Background: an optimization exercise with open tools, aiming at small area, a short achievable clock period and few clock cycles per item. Do not read the settings as production practice. RTL that was checked went through simulation tests only; none was proved equivalent to the original. Power is estimated from default activity; no workload was simulated.

## before
// icache_top
module icache_top #(
	parameter int OFFSET_W = icache_pkg::OFFSET_W,
	parameter int INDEX_W  = icache_pkg::INDEX_W,
	parameter int TAG_W    = icache_pkg::ADDR_W - INDEX_W - OFFSET_W
) (
	input  logic                  clock_i,
	input  logic                  rst_n_i,
	input  logic                  fetch_i,
	input  icache_pkg::addr_t     fetch_addr_i,
	input  logic                  flush_i,
	output logic                  instr_valid_o,
	output icache_pkg::word_t     instr_o,
	output icache_pkg::addr_t     instr_addr_o,
	output logic                  miss_o,
	output logic                  mem_req_o,
	output icache_pkg::addr_t     mem_line_addr_o,
	input  logic                  mem_rvalid_i,
	input  icache_pkg::word_t     mem_rdata_i
);
	localparam int CAP = 15;
	localparam int NW  = $clog2(CAP + 1);
	localparam int LOW = 4;
	logic [NW-1:0]  n_q;      
	logic           busy_q;   
	logic           lm_q;     
	logic           miss_q;
	logic           rdy_q;    
	logic           ireq_q;   
	logic           ereq_q;   
	logic [29:0]    h_q;      
	logic [1:0]     wc_q;     
	logic [LOW+1:0] el_q;     
	logic           xb_q;     
	logic           seq;
	logic           nz;
	logic           acc;
	logic           last;
	logic           start;
	logic           cont;
	logic           deliver;
	logic           endw;
	logic           req;
	logic           lost;
	logic           fall;
	logic           clr;
	logic [LOW+1:0] h_inc;
	logic [NW-1:0]  n_d;
	logic           busy_d;
	logic           lm_d;
	logic [29:0]    h_d;
	logic [1:0]     wc_d;
	logic           m_d;
	logic           v0_d;
	logic           rdy_d;
	logic           ireq_d;
	logic [LOW+1:0] el_d;
	logic           xb_d;
	logic           miss_d [2];
	assign h_inc = h_q[LOW+1:0] + (LOW+2)'(1);
	icache_hit_check #(.LB(LOW + 2)) i_seq (
		.addr_i    (fetch_addr_i[31:2]),
  ...
Size in the first run: about 320 cells after synthesis, roughly 49 flip-flops.
==> module icache_top, before the edit <==
module icache_top #(
	parameter int OFFSET_W = icache_pkg::OFFSET_W,
	parameter int INDEX_W  = icache_pkg::INDEX_W,
	parameter int TAG_W    = icache_pkg::ADDR_W - INDEX_W - OFFSET_W
) (
	input  logic                  clock_i,
	input  logic                  rst_n_i,
	input  logic                  fetch_i,
	input  icache_pkg::addr_t     fetch_addr_i,
	input  logic                  flush_i,
	output logic                  instr_valid_o,
	output icache_pkg::word_t     instr_o,
	output icache_pkg::addr_t     instr_addr_o,
	output logic                  miss_o,
	output logic                  mem_req_o,
	output icache_pkg::addr_t     mem_line_addr_o,
	input  logic                  mem_rvalid_i,
	input  icache_pkg::word_t     mem_rdata_i
);
	localparam int CAP = 15;
	localparam int NW  = $clog2(CAP + 1);
	localparam int LOW = 4;
	logic [NW-1:0]  n_q;      
	logic           busy_q;   
	logic           lm_q;     
	logic           miss_q;
	logic           rdy_q;    
	logic           ireq_q;   
	logic           ereq_q;   
	logic [29:0]    h_q;      
	logic [1:0]     wc_q;     
	logic [LOW+1:0] el_q;     
	logic           xb_q;     
	logic           seq;
	logic           nz;
	logic           acc;
	logic           last;
	logic           start;
	logic           cont;
	logic           deliver;
	logic           endw;
	logic           req;
	logic           lost;
	logic           fall;
	logic           clr;
	logic [LOW+1:0] h_inc;
	logic [NW-1:0]  n_d;
	logic           busy_d;
	logic           lm_d;
	logic [29:0]    h_d;
	logic [1:0]     wc_d;
	logic           m_d;
	logic           v0_d;
	logic           rdy_d;
	logic           ireq_d;
	logic [LOW+1:0] el_d;
	logic           xb_d;
	logic           miss_d [2];
	assign h_inc = h_q[LOW+1:0] + (LOW+2)'(1);
	icache_hit_check #(.LB(LOW + 2)) i_seq (
		.addr_i    (fetch_addr_i[31:2]),
		.head_hi_i (h_q[29:LOW+2]),
		.end_lo_i  (el_q),
		.seq_o     (seq)
	);
	logic n_ge1;
	logic n_ge2;
	logic n_ge3;
	logic n_ge4;
	logic n_cap;
	logic r_ge1;
	logic r_ge2;
	logic r_ge3;
	assign n_ge1 = n_q != '0;
	assign n_ge2 = n_q > NW'(1);
	assign n_ge3 = n_q > NW'(2);
	assign n_ge4 = n_q > NW'(3);
	assign n_cap = n_q == NW'(CAP - 1);
	assign nz      = n_ge1;
	assign deliver = mem_rvalid_i && rdy_q;
	assign r_ge1   = deliver ? n_ge2 : n_ge1;
	assign r_ge2   = deliver ? n_ge3 : n_ge2;
	assign r_ge3   = deliver ? n_ge4 : n_ge3;
	assign acc     = fetch_i && !miss_q && !flush_i;
	assign last    = !r_ge1;
	assign start   = acc && last;
	assign cont    = acc && !last;
	assign endw    = mem_rvalid_i && (wc_q == 2'd3);
	assign req     = ireq_q || (mem_rvalid_i && ereq_q);
	assign lost    = endw && lm_q && (miss_q ? n_ge2 : n_ge1) && !rdy_q;
	assign fall    = miss_q && !r_ge2;
	assign clr     = flush_i || lost;
	assign busy_d = req || (busy_q && !endw);
	assign lm_d   = !last && (req || (lm_q && !endw));
	assign h_d    = last ? fetch_addr_i[31:2]
		: {h_q[29:LOW+2], deliver ? h_inc : h_q[LOW+1:0]};
	assign wc_d   = req ? 2'd0 : {wc_q[1] ^ (wc_q[0] && mem_rvalid_i), wc_q[0] ^ mem_rvalid_i};
	always_comb
	begin
		if (flush_i || (fall && !lost))
		begin
			n_d = '0;
		end
		else if (lost || start)
		begin
			n_d = NW'(1);
		end
		else if (cont && !deliver)
		begin
			n_d = n_q + NW'(1);
		end
		else if (deliver && !cont)
		begin
			n_d = n_q - NW'(1);
		end
		else
		begin
			n_d = n_q;
		end
	end
	always_comb
	begin
		if (deliver)
		begin
			m_d = 1'b1;
		end
		else if (req)
		begin
			m_d = h_q[1:0] == 2'd0;
		end
		else if (mem_rvalid_i)
		begin
			m_d = h_q[1:0] == wc_q + 2'd1;
		end
		else
		begin
			m_d = h_q[1:0] == wc_q;
		end
	end
	assign el_d = last ? fetch_addr_i[LOW+3:2] + (LOW+2)'(1) : el_q + (LOW+2)'(acc);
	assign xb_d = last ? (&fetch_addr_i[LOW+3:2]) : (xb_q || (acc && (&el_q)));
	assign v0_d   = !clr && (miss_q ? r_ge2 : (acc || r_ge1));
	assign rdy_d  = busy_d && lm_d && v0_d && m_d;
	assign ireq_d = !busy_d && v0_d;
	logic drop0;
	logic drop1;
	logic v1_d;
	logic ereq_d;
	assign drop0 = cont;
	assign drop1 = cont && (n_cap || xb_q);
	assign miss_d[0] = !flush_i && (lost || (miss_q ? !fall : drop0));
	assign miss_d[1] = !flush_i && (lost || (miss_q ? !fall : drop1));
	assign v1_d = !clr && (miss_q ? r_ge3 : r_ge2);
	assign ereq_d = busy_d && (wc_d == 2'd3) && (lm_d ? (rdy_d && v1_d) : v0_d);
	logic miss_pick;
	icache_lookup #(.W(1)) i_pick_miss (
		.sel_i (seq),
		.a_i   (miss_d[0]),
		.b_i   (miss_d[1]),
		.y_o   (miss_pick)
	);
	icache_req_gate i_req_o (
		.rvalid_i (mem_rvalid_i),
		.ireq_i   (ireq_q),
		.ereq_i   (ereq_q),
		.req_o    (mem_req_o)
	);
	icache_data_read i_valid_o (
		.rvalid_i (mem_rvalid_i),
		.rdy_i    (rdy_q),
		.valid_o  (instr_valid_o)
	);
	assign mem_line_addr_o = {h_q[29:LOW+2], h_q[LOW+1:2] + LOW'(lm_q), 4'b0000};
	assign instr_o         = mem_rdata_i;
	assign instr_addr_o    = {h_q, 2'b00};
	assign miss_o          = miss_q;
	always_ff @(posedge clock_i or negedge rst_n_i)
	begin
		if (!rst_n_i)
		begin
			n_q    <= '0;
			busy_q <= 1'b0;
			lm_q   <= 1'b0;
			miss_q <= 1'b0;
			rdy_q  <= 1'b0;
			ireq_q <= 1'b0;
			ereq_q <= 1'b0;
		end
		else
		begin
			miss_q <= miss_pick;
			ereq_q <= ereq_d;
			n_q    <= n_d;
			rdy_q  <= rdy_d;
			ireq_q <= ireq_d;
			busy_q <= busy_d;
			lm_q   <= lm_d;
		end
	end
	always_ff @(posedge clock_i)
	begin
		h_q  <= h_d;
		wc_q <= wc_d;
		el_q <= el_d;
		xb_q <= xb_d;
	end
endmodule
Settings: LEC_CHECK=0, CAP_MARGIN=20, CORE_MARGIN=2, CORE_UTILIZATION=60, SETUP_SLACK_MARGIN=1.9, SLEW_MARGIN=20, SYNTH_HIERARCHICAL=1, SYNTH_MINIMUM_KEEP_SIZE=0, TNS_END_PERCENT=10; clock period 4.0 ns.
standard.sh (not shown) runs the stock make flow with config.mk's settings and CLKGATE_MAP_FILE= SYNTH_SCRIPT=/design/flow/synth_recipe.tcl, a recipe that flattens the netlist after the stock synthesis.
==> flow/flow/run.sh <==
#!/bin/bash
# own flow: the standard layout, with port buffers of a plain buffer cell
set -o pipefail
cp standard.sh standard.sh.txt 2>/dev/null
cp config.mk config.mk.txt
export BUFFER_PORTS_ARGS="-buffer_cell sky130_fd_sc_hd__buf_1"
export ADDER_MAP_FILE=
bash standard.sh > standard.log 2>&1
What after does differently from before at the input level:
--- a/flow/design.v
+++ b/flow/design.v
@@ -79,8 +79,7 @@
 	input  icache_pkg::word_t     mem_rdata_i
 );
-	localparam int CAP = 15;
-	localparam int NW  = $clog2(CAP + 1);
+	localparam int CAP = 31;
 	localparam int LOW = 4;
-	logic [NW-1:0]  n_q;      
+	logic [4:0]     n_q;      
 	logic           busy_q;   
 	logic           lm_q;     
@@ -106,5 +105,5 @@
 	logic           clr;
 	logic [LOW+1:0] h_inc;
-	logic [NW-1:0]  n_d;
+	logic [4:0]     n_d;
 	logic           busy_d;
 	logic           lm_d;
@@ -134,8 +133,8 @@
 	logic r_ge3;
 	assign n_ge1 = n_q != '0;
-	assign n_ge2 = n_q > NW'(1);
-	assign n_ge3 = n_q > NW'(2);
-	assign n_ge4 = n_q > NW'(3);
-	assign n_cap = n_q == NW'(CAP - 1);
+	assign n_ge2 = n_q > 5'd1;
+	assign n_ge3 = n_q > 5'd2;
+	assign n_ge4 = n_q > 5'd3;
+	assign n_cap = n_q == 5'(CAP - 1);
 	assign nz      = n_ge1;
 	assign deliver = mem_rvalid_i && rdy_q;
@@ -165,13 +164,13 @@
 		else if (lost || start)
 		begin
-			n_d = NW'(1);
+			n_d = 5'd1;
 		end
 		else if (cont && !deliver)
 		begin
-			n_d = n_q + NW'(1);
+			n_d = n_q + 5'd1;
 		end
 		else if (deliver && !cont)
 		begin
-			n_d = n_q - NW'(1);
+			n_d = n_q - 5'd1;
 		end
 		else
## What came out
Every run in the comparison, before and after, completed the flow with a clean layout.
Against before as the reference, after delivers a higher die area.
When the final numbers for before and after were put side by side, the number of cells after detailed placement turned out to be smaller in before.
Between before and after, area growth from synthesis to layout is higher for before, after comes in under that.
Number of vias per cell after detailed routing of after is on par with before.
In the reports for before and after, the smaller global-route usage belongs to after.
Re total cell area at the placement stage: before was lower than after.
Routed wire length down about 6.6% in after wrt before
Looking at endpoint arrival time on the critical path, after sits 20 ps lower than before does.
The run showing the greater net switching component of the power is after.
Comparing before with after, the clock network area share came out essentially unchanged.
after vs. before: die boundary height went up by 1.1 um.
Testbench counts of after, summed over its fixed seeds: cycles 72,333, items 32,000.
Function not checked in before: the RTL went through the layout flow alone.

Another version of the RTL of icache_top (not shown whole).
For scale: about 510 cells after synthesis, roughly 170 I/O pins.
==> module icache_top, before the edit <==
module icache_top #(
	parameter int OFFSET_W = icache_pkg::OFFSET_W,
	parameter int INDEX_W  = icache_pkg::INDEX_W,
	parameter int TAG_W    = icache_pkg::ADDR_W - INDEX_W - OFFSET_W
) (
	input  logic                  clock_i,
	input  logic                  rst_n_i,
	input  logic                  fetch_i,
	input  icache_pkg::addr_t     fetch_addr_i,
	input  logic                  flush_i,
	output logic                  instr_valid_o,
	output icache_pkg::word_t     instr_o,
	output icache_pkg::addr_t     instr_addr_o,
	output logic                  miss_o,
	output logic                  mem_req_o,
	output icache_pkg::addr_t     mem_line_addr_o,
	input  logic                  mem_rvalid_i,
	input  icache_pkg::word_t     mem_rdata_i
);
	localparam int CAP = 15;
	localparam int NW  = $clog2(CAP + 1);
	localparam int LOW = 4;
	logic [NW-1:0]  n_q;      
	logic           busy_q;   
	logic           lm_q;     
	logic           miss_q;
	logic           rdy_q;    
	logic           ireq_q;   
	logic           ereq_q;   
	logic [29:0]    h_q;      
	logic [1:0]     wc_q;     
	logic [4:0]     el_q;     
	logic           c_q;      
	logic           seq;
	logic           nz;
	logic           acc;
	logic           last;
	logic           start;
	logic           cont;
	logic           deliver;
	logic           endw;
	logic           req;
	logic           lost;
	logic           fall;
	logic           clr;
	logic [24:0]    pm;
	logic [29:0]    h_inc;
	logic [NW-1:0]  n_d;
	logic           busy_d;
	logic           lm_d;
	logic [29:0]    h_d;
	logic [1:0]     wc_d;
	logic           m_d;
	logic           wrap_d;
	logic           v0_d;
	logic           rdy_d;
	logic           ireq_d;
	logic [4:0]     el_d;
	logic           c_d;
	logic           miss_d [2];
	for (genvar g = 0; g < 25; g++)
	begin : g_pm
		if (g == 0)
		begin : g_lsb
			assign pm[g] = 1'b1;
		end
		else
		begin : g_bit
			assign pm[g] = &h_q[g+4:5];
		end
	end
	assign h_inc  = {h_q[29:5] ^ (pm & {25{&h_q[4:0]}}), h_q[4:0] + 5'd1};
	icache_hit_check i_seq (
		.addr_i    (fetch_addr_i[31:2]),
		.head_hi_i (h_q[29:5]),
		.end_lo_i  (el_q),
		.carry_i   (c_q),
		.seq_o     (seq)
	);
	logic n_ge1;
	logic n_ge2;
	logic n_ge3;
	logic n_ge4;
	logic n_cap;
	logic r_ge1;
	logic r_ge2;
	logic r_ge3;
	assign n_ge1 = n_q != '0;
	assign n_ge2 = n_q > NW'(1);
	assign n_ge3 = n_q > NW'(2);
	assign n_ge4 = n_q > NW'(3);
	assign n_cap = n_q == NW'(CAP - 1);
	assign nz      = n_ge1;
	assign deliver = mem_rvalid_i && rdy_q;
	assign r_ge1   = deliver ? n_ge2 : n_ge1;
	assign r_ge2   = deliver ? n_ge3 : n_ge2;
	assign r_ge3   = deliver ? n_ge4 : n_ge3;
	assign acc     = fetch_i && !miss_q && !flush_i;
	assign last    = !r_ge1;
	assign start   = acc && last;
	assign cont    = acc && !last;
	assign endw    = mem_rvalid_i && (wc_q == 2'd3);
	assign req     = ireq_q || (mem_rvalid_i && ereq_q);
	assign lost    = endw && lm_q && (miss_q ? n_ge2 : n_ge1) && !rdy_q;
	assign fall    = miss_q && !r_ge2;
	assign clr     = flush_i || lost;
	assign busy_d = req || (busy_q && !endw);
	assign lm_d   = !last && (req || (lm_q && !endw));
	assign h_d    = last ? fetch_addr_i[31:2] : (deliver ? h_inc : h_q);
	assign wc_d   = req ? 2'd0 : (mem_rvalid_i ? wc_q + 2'd1 : wc_q);
	always_comb
	begin
		if (flush_i || (fall && !lost))
		begin
			n_d = '0;
		end
		else if (lost || start)
		begin
			n_d = NW'(1);
		end
		else if (cont && !deliver)
		begin
			n_d = n_q + NW'(1);
		end
		else if (deliver && !cont)
		begin
			n_d = n_q - NW'(1);
		end
		else
		begin
			n_d = n_q;
		end
	end
	always_comb
	begin
		if (deliver)
		begin
			m_d = 1'b1;
		end
		else if (req)
		begin
			m_d = h_q[1:0] == 2'd0;
		end
		else if (mem_rvalid_i)
		begin
			m_d = h_q[1:0] == wc_q + 2'd1;
		end
		else
		begin
			m_d = h_q[1:0] == wc_q;
		end
	end
	assign wrap_d = last ? (&fetch_addr_i[LOW+3:4])
		: (deliver ? (&h_inc[LOW+1:2]) : (&h_q[LOW+1:2]));
	assign el_d = last ? fetch_addr_i[6:2] + 5'd1 : (acc ? el_q + 5'd1 : el_q);
	assign c_d  = last ? (&fetch_addr_i[6:2])
		: ((acc && (&el_q)) || (c_q && !(deliver && (&h_q[4:0]))));
	assign v0_d   = !clr && (miss_q ? r_ge2 : (acc || r_ge1));
	assign rdy_d  = busy_d && lm_d && v0_d && m_d;
	assign ireq_d = !busy_d && v0_d;
	logic drop0;
	logic drop1;
	logic v1_d;
	logic ereq_d;
	assign drop0 = cont;
	assign drop1 = cont && n_cap;
	assign miss_d[0] = !flush_i && (lost || (miss_q ? !fall : drop0));
	assign miss_d[1] = !flush_i && (lost || (miss_q ? !fall : drop1));
	assign v1_d = !clr && (miss_q ? r_ge3 : r_ge2);
	assign ereq_d = busy_d && (wc_d == 2'd3) && (lm_d
		? (rdy_d && v1_d && !wrap_d)
		: v0_d);
	logic miss_pick;
	icache_lookup #(.W(1)) i_pick_miss (
		.sel_i (seq),
		.a_i   (miss_d[0]),
		.b_i   (miss_d[1]),
		.y_o   (miss_pick)
	);
	assign mem_req_o       = req;
	assign mem_line_addr_o = {h_q[29:LOW+2], h_q[LOW+1:2] + LOW'(lm_q), 4'b0000};
	assign instr_valid_o   = deliver;
	assign instr_o         = mem_rdata_i;
	assign instr_addr_o    = {h_q, 2'b00};
	assign miss_o          = miss_q;
	always_ff @(posedge clock_i or negedge rst_n_i)
	begin
		if (!rst_n_i)
		begin
			n_q    <= '0;
			busy_q <= 1'b0;
			lm_q   <= 1'b0;
			miss_q <= 1'b0;
			rdy_q  <= 1'b0;
			ireq_q <= 1'b0;
			ereq_q <= 1'b0;
		end
		else
		begin
			miss_q <= miss_pick;
			ereq_q <= ereq_d;
			n_q    <= n_d;
			rdy_q  <= rdy_d;
			ireq_q <= ireq_d;
			busy_q <= busy_d;
			lm_q   <= lm_d;
		end
	end
	always_ff @(posedge clock_i)
	begin
		h_q  <= h_d;
		wc_q <= wc_d;
		el_q <= el_d;
		c_q  <= c_d;
	end
endmodule
export LEC_CHECK = 0
export CAP_MARGIN = 20
export CORE_MARGIN = 2
export CORE_UTILIZATION = 60
export SETUP_SLACK_MARGIN = 1.5
export SLEW_MARGIN = 20
export SYNTH_HIERARCHICAL = 1
export SYNTH_MINIMUM_KEEP_SIZE = 0
create_clock -name core_clock -period 4.0 [get_ports {clock_i}]
Scripts as last shown in full above: flow/flow/run.sh
Next try:
--- a/flow/design.v
+++ b/flow/design.v
@@ -69,8 +69,7 @@
 	input  icache_pkg::word_t     mem_rdata_i
 );
-	localparam int CAP = 15;
-	localparam int NW  = $clog2(CAP + 1);
+	localparam int CAP = 31;
 	localparam int LOW = 4;
-	logic [NW-1:0]  n_q;      
+	logic [4:0]     n_q;      
 	logic           busy_q;   
 	logic           lm_q;     
@@ -97,5 +96,5 @@
 	logic [24:0]    pm;
 	logic [29:0]    h_inc;
-	logic [NW-1:0]  n_d;
+	logic [4:0]     n_d;
 	logic           busy_d;
 	logic           lm_d;
@@ -110,4 +109,5 @@
 	logic           c_d;
 	logic           miss_d [2];
+	logic           ereq_d [2];
 	for (genvar g = 0; g < 25; g++)
 	begin : g_pm
@@ -138,8 +138,8 @@
 	logic r_ge3;
 	assign n_ge1 = n_q != '0;
-	assign n_ge2 = n_q > NW'(1);
-	assign n_ge3 = n_q > NW'(2);
-	assign n_ge4 = n_q > NW'(3);
-	assign n_cap = n_q == NW'(CAP - 1);
+	assign n_ge2 = n_q > 5'd1;
+	assign n_ge3 = n_q > 5'd2;
+	assign n_ge4 = n_q > 5'd3;
+	assign n_cap = n_q == 5'(CAP - 1);
 	assign nz      = n_ge1;
 	assign deliver = mem_rvalid_i && rdy_q;
@@ -168,13 +168,13 @@
 		else if (lost || start)
 		begin
-			n_d = NW'(1);
+			n_d = 5'd1;
 		end
 		else if (cont && !deliver)
 		begin
-			n_d = n_q + NW'(1);
+			n_d = n_q + 5'd1;
 		end
 		else if (deliver && !cont)
 		begin
-			n_d = n_q - NW'(1);
+			n_d = n_q - 5'd1;
 		end
 		else
@@ -210,22 +210,21 @@
 	assign rdy_d  = busy_d && lm_d && v0_d && m_d;
 	assign ireq_d = !busy_d && v0_d;
-	logic drop0;
-	logic drop1;
-	logic v1_d;
-	logic ereq_d;
-	assign drop0 = cont;
-	assign drop1 = cont && n_cap;
-	assign miss_d[0] = !flush_i && (lost || (miss_q ? !fall : drop0));
-	assign miss_d[1] = !flush_i && (lost || (miss_q ? !fall : drop1));
-	assign v1_d = !clr && (miss_q ? r_ge3 : r_ge2);
-	assign ereq_d = busy_d && (wc_d == 2'd3) && (lm_d
-		? (rdy_d && v1_d && !wrap_d)
-		: v0_d);
-	logic miss_pick;
-	icache_lookup #(.W(1)) i_pick_miss (
+	for (genvar s = 0; s < 2; s++)
+	begin : g_seq
+		logic drop;
+		logic v1_d;
+		assign drop = cont && ((s == 0) || n_cap);
+		assign v1_d = !clr && (miss_q ? r_ge3 : ((cont && !drop) ? r_ge1 : r_ge2));
+		assign miss_d[s] = !flush_i && (lost || (miss_q ? !fall : drop));
+		assign ereq_d[s] = busy_d && (wc_d == 2'd3) && (lm_d
+			? (rdy_d && v1_d && !wrap_d)
+			: v0_d);
+	end
+	logic [1:0] ctl_pick;
+	icache_lookup #(.W(2)) i_pick_ctl (
 		.sel_i (seq),
-		.a_i   (miss_d[0]),
-		.b_i   (miss_d[1]),
-		.y_o   (miss_pick)
+		.a_i   ({miss_d[0], ereq_d[0]}),
+		.b_i   ({miss_d[1], ereq_d[1]}),
+		.y_o   (ctl_pick)
 	);
 	assign mem_req_o       = req;
@@ -249,6 +248,5 @@
 		else
 		begin
-			miss_q <= miss_pick;
-			ereq_q <= ereq_d;
+			{miss_q, ereq_q} <= ctl_pick;
 			n_q    <= n_d;
 			rdy_q  <= rdy_d;
After rerunning: Hold slack improves by 0.0039 ns; clock power decreases by roughly a tenth; total power increases by a little under a tenth; via count fell slightly; routed wire length increases slightly; fmax goes down slightly; worst setup slack got worse by 0.039 ns.
No run of this note included a check of the RTL's function; only the layout flow was run.

[separate check: timing with driven ports]
Ports are ideal in the flow. The routed layouts listed here were re-timed in OpenROAD.
Step 1 (the two cells are an assumption about what drives the block):
set clk [get_ports {clock_i}]
set_driving_cell -lib_cell sky130_fd_sc_hd__clkbuf_16 $clk
set_driving_cell -lib_cell sky130_fd_sc_hd__buf_2 [delete_from_list [all_inputs] $clk]
Step 2 adds t to the input delays and takes it off the output delays; t is the mean of the earliest and latest rising clock arrival at the registers after step 1. Input paths then give back, and output paths get back, about the clock's delay inside the block.
Slacks: ideal / step 1 / step 2; pairs: ideal / step 1.
run | shift t [ns] | setup WS [ns] | clock arrival spread, ns | slew at the worst register clock pin (ns) | cell pins on the clock port's net
before | 0.325 | 1.907 / 1.878 / 1.647 | 0.005 / 0.005 | 0.09 / 0.09 | 1
after | 0.326 | 1.930 / 1.909 / 1.688 | 0.008 / 0.009 | 0.10 / 0.10 | 1
the first run of note 2 | 0.326 | 1.585 / 1.582 / 1.287 | 0.006 / 0.006 | 0.09 / 0.09 | 1
the second run of note 2 | 0.330 | 1.545 / 1.526 / 1.323 | 0.018 / 0.017 | 0.10 / 0.10 | 1
After both steps every run listed still meets setup and hold. For the first run of note 2, which loses most, drivers alone change the setup slack by -0.003 ns; drivers and shift together by -0.298 ns.
